This design comes from an exercise in tuning for small area and a short achievable clock period on the open sky130 flow, not from production work.
In this exercise RTL edits were held to simulation tests only and were not proved equivalent to the original.
Power and IR drop assume default switching activity.

Design wide_mult_result_serializer, start of the top module:
module wide_mult_result_serializer #(
  parameter int LATENCY = 7,
  parameter int DEPTH   = 8
) (
  input  logic         clock,
  input  logic         resetn,
  input  logic         start,
  input  logic [255:0] return_val,
  input  logic         clear,
  output logic [63:0]  out_data,
  output logic         out_valid,
  input  logic         out_ready,
  output logic         out_last,
  output logic [7:0]   out_tag,
  output logic [4:0]   fifo_count,
  output logic         overflow
);
clock: 5.5 ns
lec_check: 0
cap_margin: 20
core_margin: 2
core_utilization: 52
cts_cluster_diameter: 60
cts_cluster_size: 30
setup_slack_margin: 3.0
slew_margin: 20
standard.sh (not shown) runs the stock make flow with config.mk's settings and CLKGATE_MAP_FILE= SYNTH_SCRIPT=/design/flow/synth_recipe.tcl, a recipe that flattens the netlist after the stock synthesis.
==> flow/flow/run.sh <==
#!/bin/bash
set -euo pipefail
export BUFFER_PORTS_ARGS="-buffer_cell sky130_fd_sc_hd__buf_1"
bash standard.sh > standard_flow.log 2>&1
The starting point finished clean.
==> next run, changes <==
SETUP_SLACK_MARGIN = 3.1   (was 3.0)
After rerunning: Worst setup slack degrades by 5.0 ps; final area climbs by 0.79%; maximum frequency is about the same; register-to-register slack improves by 40 ps; power stays flat; final cell count climbs by 0.64%; die area stays the same; sequential power barely changes.
==> next run, changes <==
==> flow/run.sh (new file) <==
#!/bin/bash
# synth_recipe.tcl (not shown) runs the flow's synth.tcl, then flattens the netlist and writes it again
# the make line also repeats each setting of config.mk as NAME=value (left out here)
make -C /OpenROAD-flow-scripts/flow DESIGN_CONFIG=/design/flow/config.mk WORK_HOME=/design/flow/orfs CLKGATE_MAP_FILE= SYNTH_SCRIPT=/design/flow/synth_recipe.tcl finish
CORE_UTILIZATION = 45   (was 52)
SETUP_SLACK_MARGIN = 3.0   (was 3.1)
removed: flow/flow/run.sh
removed: flow/standard.sh
The changed run finished clean.
Sequential share of layout area shrinks by 1.5 points.
Setup slack is worse by 38 ps.
Fmax decreases slightly.
Via count shrinks slightly.
Cell area came out higher by a few percent.
==> next run, changes <==
==> flow/flow/run.sh (new file) <==
#!/bin/bash
set -euo pipefail
export BUFFER_PORTS_ARGS="-buffer_cell sky130_fd_sc_hd__buf_1"
export CTS_ARGS="-sink_clustering_enable -repair_clock_nets -sink_clustering_size 22 -sink_clustering_max_diameter 45 -sink_clustering_buffer sky130_fd_sc_hd__clkbuf_8 -buf_list sky130_fd_sc_hd__clkbuf_16"
bash standard.sh > standard_flow.log 2>&1
==> flow/standard.sh (new file) <==
#!/bin/bash
# synth_recipe.tcl (not shown) runs the flow's synth.tcl, then flattens the netlist and writes it again
# the make line also repeats each setting of config.mk as NAME=value (left out here)
make -C /OpenROAD-flow-scripts/flow DESIGN_CONFIG=/design/flow/config.mk WORK_HOME=/design/flow/orfs CLKGATE_MAP_FILE= SYNTH_SCRIPT=/design/flow/synth_recipe.tcl "${@:-finish}"
CORE_UTILIZATION = 52   (was 45)
CTS_CLUSTER_DIAMETER = 45   (was 60)
CTS_CLUSTER_SIZE = 22   (was 30)
removed: flow/run.sh
The changed run went through all stages and came out clean; clock skew decreases by 6.8 ps; maximum frequency barely changes; global-route usage is higher by 3.8 points; sequential share of layout area came out higher by 1.9 points; via count is about the same; cell area came out lower by a few percent.

Another version of the RTL of wide_mult_result_serializer (not shown whole).
For scale: about 3700 cells after synthesis, about 2200 flip-flops, roughly 85000 µm² of cells after synthesis.
==> flow/config.mk <==
export PLATFORM = sky130hd
export DESIGN_NAME = wide_mult_result_serializer
export DESIGN_NICKNAME = wide_mult_result_serializer
export VERILOG_FILES = /design/flow/design.v
export SDC_FILE = /design/flow/constraint.sdc
export NUM_CORES = 4
export LEC_CHECK = 0
export CAP_MARGIN = 20
export CORE_MARGIN = 2
export CORE_UTILIZATION = 40
export SLEW_MARGIN = 20
==> flow/constraint.sdc <==
create_clock -name core_clock -period 5.5 [get_ports {clock}]
set_input_delay 1.1000 -clock core_clock [delete_from_list [all_inputs] [get_ports {clock}]]
set_output_delay 1.1000 -clock core_clock [all_outputs]
set_load 0.01 [all_outputs]
run.sh (not shown) runs the stock make flow with config.mk's settings and CLKGATE_MAP_FILE= SYNTH_SCRIPT=/design/flow/synth_recipe.tcl, a recipe that flattens the netlist after the stock synthesis.
Stock flow here: none of the scripts above is used.
==> next run, changes <==
Settings changed: CORE_UTILIZATION 40 to 60, CTS_CLUSTER_DIAMETER set to 60, CTS_CLUSTER_SIZE set to 30, SETUP_SLACK_MARGIN set to 3.0.
Result: Clock-buffer cell count went down by 116; global-route usage rose by 9.3 points; hold slack got worse by 43 ps; routed wire length climbs by 2.5%; core utilization went up by 24 points; critical path depth goes up by 2; sequential cell count does not change; final cell count went down by 13%.
==> next run, changes <==
Settings changed: SETUP_SLACK_MARGIN 3.0 to 2.5, TNS_END_PERCENT set to 10.
Result: The changed run produced a clean layout; worst setup slack is worse by 670 ps; final area goes down by a few percent; routed wire length goes down by a little under a tenth; non-clock buffer count goes down by 156; synthesized cell count does not change; final cell count goes down by a few percent; via count goes down by a few percent; core utilization goes down by 2.4 points.

[static timing again, ports no longer ideal]
The flow's constraints put no driver on any port. The routed layouts listed below were extracted and timed again, unchanged, in two steps.
Step 1 (the two cells are an assumption about what drives the block):
set clk [get_ports {clock}]
set_driving_cell -lib_cell sky130_fd_sc_hd__clkbuf_16 $clk
set_driving_cell -lib_cell sky130_fd_sc_hd__buf_2 [delete_from_list [all_inputs] $clk]
Step 2 adds t to the input delays and takes it off the output delays; t is the mean of the earliest and latest rising clock arrival at the registers after step 1. Input paths then give back, and output paths get back, about the clock's delay inside the block.
Slacks: ideal ports / drivers / drivers and shift; pairs: ideal ports / drivers.
| run | shift t [ns] | setup slack, ns | hold slack, ns | latest minus earliest clock arrival (ns) | pins driven straight from the clock port |
|---|---|---|---|---|---|
| the first run of note 1 | 0.874 | 2.958 / 2.873 / 2.590 | 0.315 / 0.254 / 0.472 | 0.036 / 0.036 | 1 |
| the second run of note 1 | 0.868 | 2.953 / 2.874 / 2.591 | 0.316 / 0.261 / 0.473 | 0.038 / 0.038 | 1 |
| the third run of note 1 | 0.899 | 2.915 / 2.829 / 2.285 | 0.231 / 0.195 / 0.466 | 0.044 / 0.044 | 1 |
| the fourth run of note 1 | 0.892 | 2.922 / 2.840 / 2.588 | 0.285 / 0.226 / 0.470 | 0.052 / 0.052 | 1 |
| the first run of note 2 | 0.940 | 2.056 / 2.056 / 1.306 | 0.357 / 0.306 / 0.462 | 0.054 / 0.054 | 1 |
| the second run of note 2 | 0.879 | 2.957 / 2.886 / 2.235 | 0.314 / 0.269 / 0.480 | 0.031 / 0.030 | 1 |
| the third run of note 2 | 0.872 | 2.287 / 2.287 / 1.651 | 0.428 / 0.386 / 0.478 | 0.037 / 0.038 | 1 |
After both steps setup and hold are still met in every run listed. The setup slack of the first run of note 2, which loses most, moves by 0.000 ns with the drivers and by -0.750 ns with both steps.
